What follows belongs to an exercise in optimizing a design on an open flow for small area, a short achievable clock period and few clock cycles; a production flow would make more cautious choices.

## lane 1
## axis_cmult
module axis_cmult
#(
  parameter int IN_WIDTH  = 16,
  parameter int OUT_WIDTH = 16,
  parameter int SHIFT     = 15,
  parameter int ROUND     = 1
) (
  input  logic                     aclk,
  input  logic                     areset,
  input  logic [2*IN_WIDTH-1:0]    s_axis_a_tdata,
  input  logic                     s_axis_a_tvalid,
  output logic                     s_axis_a_tready,
  input  logic                     s_axis_a_tlast,
  input  logic [2*IN_WIDTH-1:0]    s_axis_b_tdata,
  input  logic                     s_axis_b_tvalid,
  output logic                     s_axis_b_tready,
  input  logic                     conj_b,
  output logic [2*OUT_WIDTH-1:0]   m_axis_tdata,
  output logic                     m_axis_tvalid,
  input  logic                     m_axis_tready,
  output logic                     m_axis_tlast,
  output logic                     ovf_sticky,
  input  logic                     ovf_clr
);
  logic v1, v2, v3, go, take;
  assign go   = !v3 || m_axis_tready;
  assign take = s_axis_a_tvalid && s_axis_b_tvalid && go;
  assign s_axis_a_tready = !areset && s_axis_b_tvalid && go;
  assign s_axis_b_tready = !areset && s_axis_a_tvalid && go;
  always_ff @(posedge aclk or posedge areset) begin
    if (areset) begin
      v1 <= 1'b0;
      v2 <= 1'b0;
      v3 <= 1'b0;
    end else if (go) begin
      v1 <= take;
      v2 <= v1;
      v3 <= v2;
    end
  end
  logic [16:0] brx, bix;
  assign brx = {s_axis_b_tdata[15:0], 1'b0};
  assign bix = {s_axis_b_tdata[31:16], 1'b0};
  logic [15:0] ar, ai;
  logic [7:0] br_one, br_two, br_neg, bi_one, bi_two, bi_nre, bi_nim;
  logic l1, l2, l3;
  always_ff @(posedge aclk) begin
    if (go) begin
      ar <= s_axis_a_tdata[15:0];
      ai <= s_axis_a_tdata[31:16];
      l1 <= s_axis_a_tlast;
      for (int k = 0; k < 8; k++) begin
        br_one[k] <= brx[2*k+1] ^ brx[2*k];
        br_two[k] <= (brx[2*k+2] & ~brx[2*k+1] & ~brx[2*k]) | (~brx[2*k+2] & brx[2*k+1] & brx[2*k]);
        br_neg[k] <= brx[2*k+2];
        bi_one[k] <= bix[2*k+1] ^ bix[2*k];
        bi_two[k] <= (bix[2*k+2] & ~bix[2*k+1] & ~bix[2*k]) | (~bix[2*k+2] & bix[2*k+1] & bix[2*k]);
        bi_nre[k] <= bix[2*k+2] ^ !conj_b;
        bi_nim[k] <= bix[2*k+2] ^ conj_b;
      end
    end
  end
  logic re_p1;
  logic re_p2;
  logic re_p3;
  logic re_p4;
  logic re_p5;
  logic re_p6;
  logic re_p7;
  logic re_p8;
  ...
Size: about 2600 cells after synthesis, ~220 flip-flops, ~110 I/O pins, ~29000 um^2 of cells after synthesis.
clock: 8.5 ns
lec_check: 0
cap_margin: 20
core_margin: 2
core_utilization: 40
setup_slack_margin: 4.0
slew_margin: 20
synth_hierarchical: 1
run.sh (not shown) runs the stock make flow with config.mk's settings and CLKGATE_MAP_FILE= SYNTH_SCRIPT=/design/flow/synth_recipe.tcl, a recipe that flattens the netlist after the stock synthesis.
Lane 1 closes out successfully: all stages finished, all timing, DRC and antenna checks passed.
Inputs modified between lane 1 and lane 2:
Settings: swapping 4.0 for 4.5 in SETUP_SLACK_MARGIN.
==> flow/flow/run.sh (new file) <==
#!/bin/bash
# Own layout flow: the standard ORFS flow (standard.sh, standard synthesis unchanged)
# with extra ORFS make variables appended to its make command line.
set -euo pipefail
EXTRA=$(cat flow/extra_vars.txt)
sed "s|\"\${@:-finish}\"|$EXTRA \"\${@:-finish}\"|" standard.sh > my_standard.sh
bash my_standard.sh > flow_make.log 2>&1
==> flow/flow/extra_vars.txt (new file) <==
BUFFER_PORTS_ARGS="-buffer_cell sky130_fd_sc_hd__buf_1"
==> flow/standard.sh (new file) <==
#!/bin/bash
# synth_recipe.tcl (not shown) runs the flow's synth.tcl, then flattens the netlist and writes it again
# the make line also repeats each setting of config.mk as NAME=value (left out here)
make -C /OpenROAD-flow-scripts/flow DESIGN_CONFIG=/design/flow/config.mk WORK_HOME=/design/flow/orfs CLKGATE_MAP_FILE= SYNTH_SCRIPT=/design/flow/synth_recipe.tcl "${@:-finish}"
removed: flow/run.sh
==> comparison <==
- Final worst slack, lane 1 and lane 2: lower on lane 1
- Taking lane 1 over lane 2, the maximum clock frequency ratio works out to 0.931.
- Min maximum fanout along the worst path across lane 1 and lane 2: lane 2
- Between lane 2 and lane 1, it is lane 2 whose post-layout instance area is higher, by about 7%.
- Looking only at pin slew with the least headroom to its limit, and setting everything else aside, the lower value of lane 1 and lane 2 goes to lane 2.
- Re data arrival time at the worst-slack endpoint: lane 1 was higher than lane 2.
- Final standard cell count with taps included and fillers excluded is lower on lane 1
- Per the comparison of lane 2 with lane 1, cell area after placement now sits lower, sequential cell area share decreased 1.3 points.
- Lane 2 reports its end point of the critical path as re_q15_1$_DFFE_PN_ while lane 1 reports im_q19_0$_DFFE_PN_.
#### Input delta (lane 3 over lane 2)
Settings: a change of SETUP_SLACK_MARGIN from 4.5 to 4.0.
[summary]
[compare] base=lane 2 new=lane 3: setup fix buffers added after clock tree synthesis lower.
Fraction of area in registers: lane 3 vs lane 2 up 1.7 points
Status | lane 3 and lane 2 | clean
Row worst setup slack: lane 3 lower / lane 2 higher
Share of final layout cell area taken by non-clock buffers ended up 5.3 points lower on lane 3 than on lane 2.
Summary of lane 3 over lane 2: worst hold slack shows no meaningful change; final weighted congestion in routability-driven placement went up 0.0036; utilization fell 4.0 points.
Inputs modified between lane 3 and lane 4:
Settings: SETUP_SLACK_MARGIN now 4.25, was 4.0.
==> run notes <==
- Min post-synthesis to final-layout area growth across lane 3 and lane 4: lane 3
- The end point of the critical path comes out im_q19_1$_DFFE_PN_ in one run and re_q18_1$_DFFE_PN_ in the other, namely in lane 4 and lane 3 respectively.
- Diff lane 4..lane 3 | final sequential cell count | unchanged
- Lane 4 gives less total global-route track usage than lane 3 did.
- Cmp lane 3 and lane 4 / design area / higher: lane 4
- In lane 4 the area occupied by multi-input gates turned out about 0.33% higher than in lane 3.
- Diff lane 4..lane 3 | critical path depth | unchanged
- Compared with lane 3, lane 4 shows a average routed wire per standard cell that is about 2.5% lower.
- The higher number of cells in the finished layout apart from fillers of lane 3 and lane 4 is in lane 4.
- Delta(worst slack at placement, lane 4 - lane 3) < 0
- On count of inverters other than clock inverters in the layout: between lane 3 and lane 4, it ends up lower for lane 3.
Inputs modified between lane 4 and lane 5:
Settings: a change of SETUP_SLACK_MARGIN from 4.25 to 4.5.
==> flow/run.sh (new file) <==
#!/bin/bash
# synth_recipe.tcl (not shown) runs the flow's synth.tcl, then flattens the netlist and writes it again
# the make line also repeats each setting of config.mk as NAME=value (left out here)
make -C /OpenROAD-flow-scripts/flow DESIGN_CONFIG=/design/flow/config.mk WORK_HOME=/design/flow/orfs CLKGATE_MAP_FILE= SYNTH_SCRIPT=/design/flow/synth_recipe.tcl finish
removed: flow/flow/run.sh
removed: flow/flow/extra_vars.txt
removed: flow/standard.sh
--- outcome ---
- In lane 5, the detailed-routing iteration count for the pre-antenna-repair pass came out 2 above the value in lane 4.
- Area added between synthesis and finish ends up lower on lane 4.
- Taking lane 4 as the reference, in lane 5 met2 global-route usage grew by 4.4 points; fraction of area in registers has decreased.
- Wire length of the first global-routing pass: lane 5 > lane 4
- For final design instance area without fill, dividing the value from lane 4 by the value from lane 5 gives 0.881.
- Summary — post-layout net count, lane 5 relative to lane 4: higher, by about 4.5%.
- Lane 5 reached the final stage; the timing, design-rule and antenna checks on its layout passed.
- im_q19_1$_DFFE_PN_ as the critical path capture point was reported by lane 4, and re_q16_1$_DFFE_PN_ by lane 5.
No functional check of the RTL was part of any run of this note.

==> afterwards: timing with drivers on the ports <==
Ports are ideal in the flow. The routed layouts listed here were re-timed in OpenROAD.
Step 1: set_driving_cell puts a clkbuf_16 on aclk and a buf_2 on each other input, an assumption about the parent block.
Step 2 also shifts input and output timing later by t, the mid clock arrival at the registers, as if the neighbouring blocks saw the same clock.
a / b / c = ideal ports / drivers / drivers and shift; a / b = the first two.
run	t, ns	slack for setup (ns)	hold WS [ns]
lane 1	0.654	4.055 / 4.055 / 4.055	0.417 / 0.417 / 0.417
lane 2	0.657	4.361 / 4.361 / 4.361	0.418 / 0.418 / 0.418
lane 3	0.635	4.041 / 4.041 / 4.041	0.418 / 0.418 / 0.418
lane 4	0.649	4.307 / 4.307 / 4.307	0.418 / 0.418 / 0.418
lane 5	0.647	4.234 / 4.234 / 4.234	0.418 / 0.418 / 0.418
After both steps every run listed still meets setup and hold.
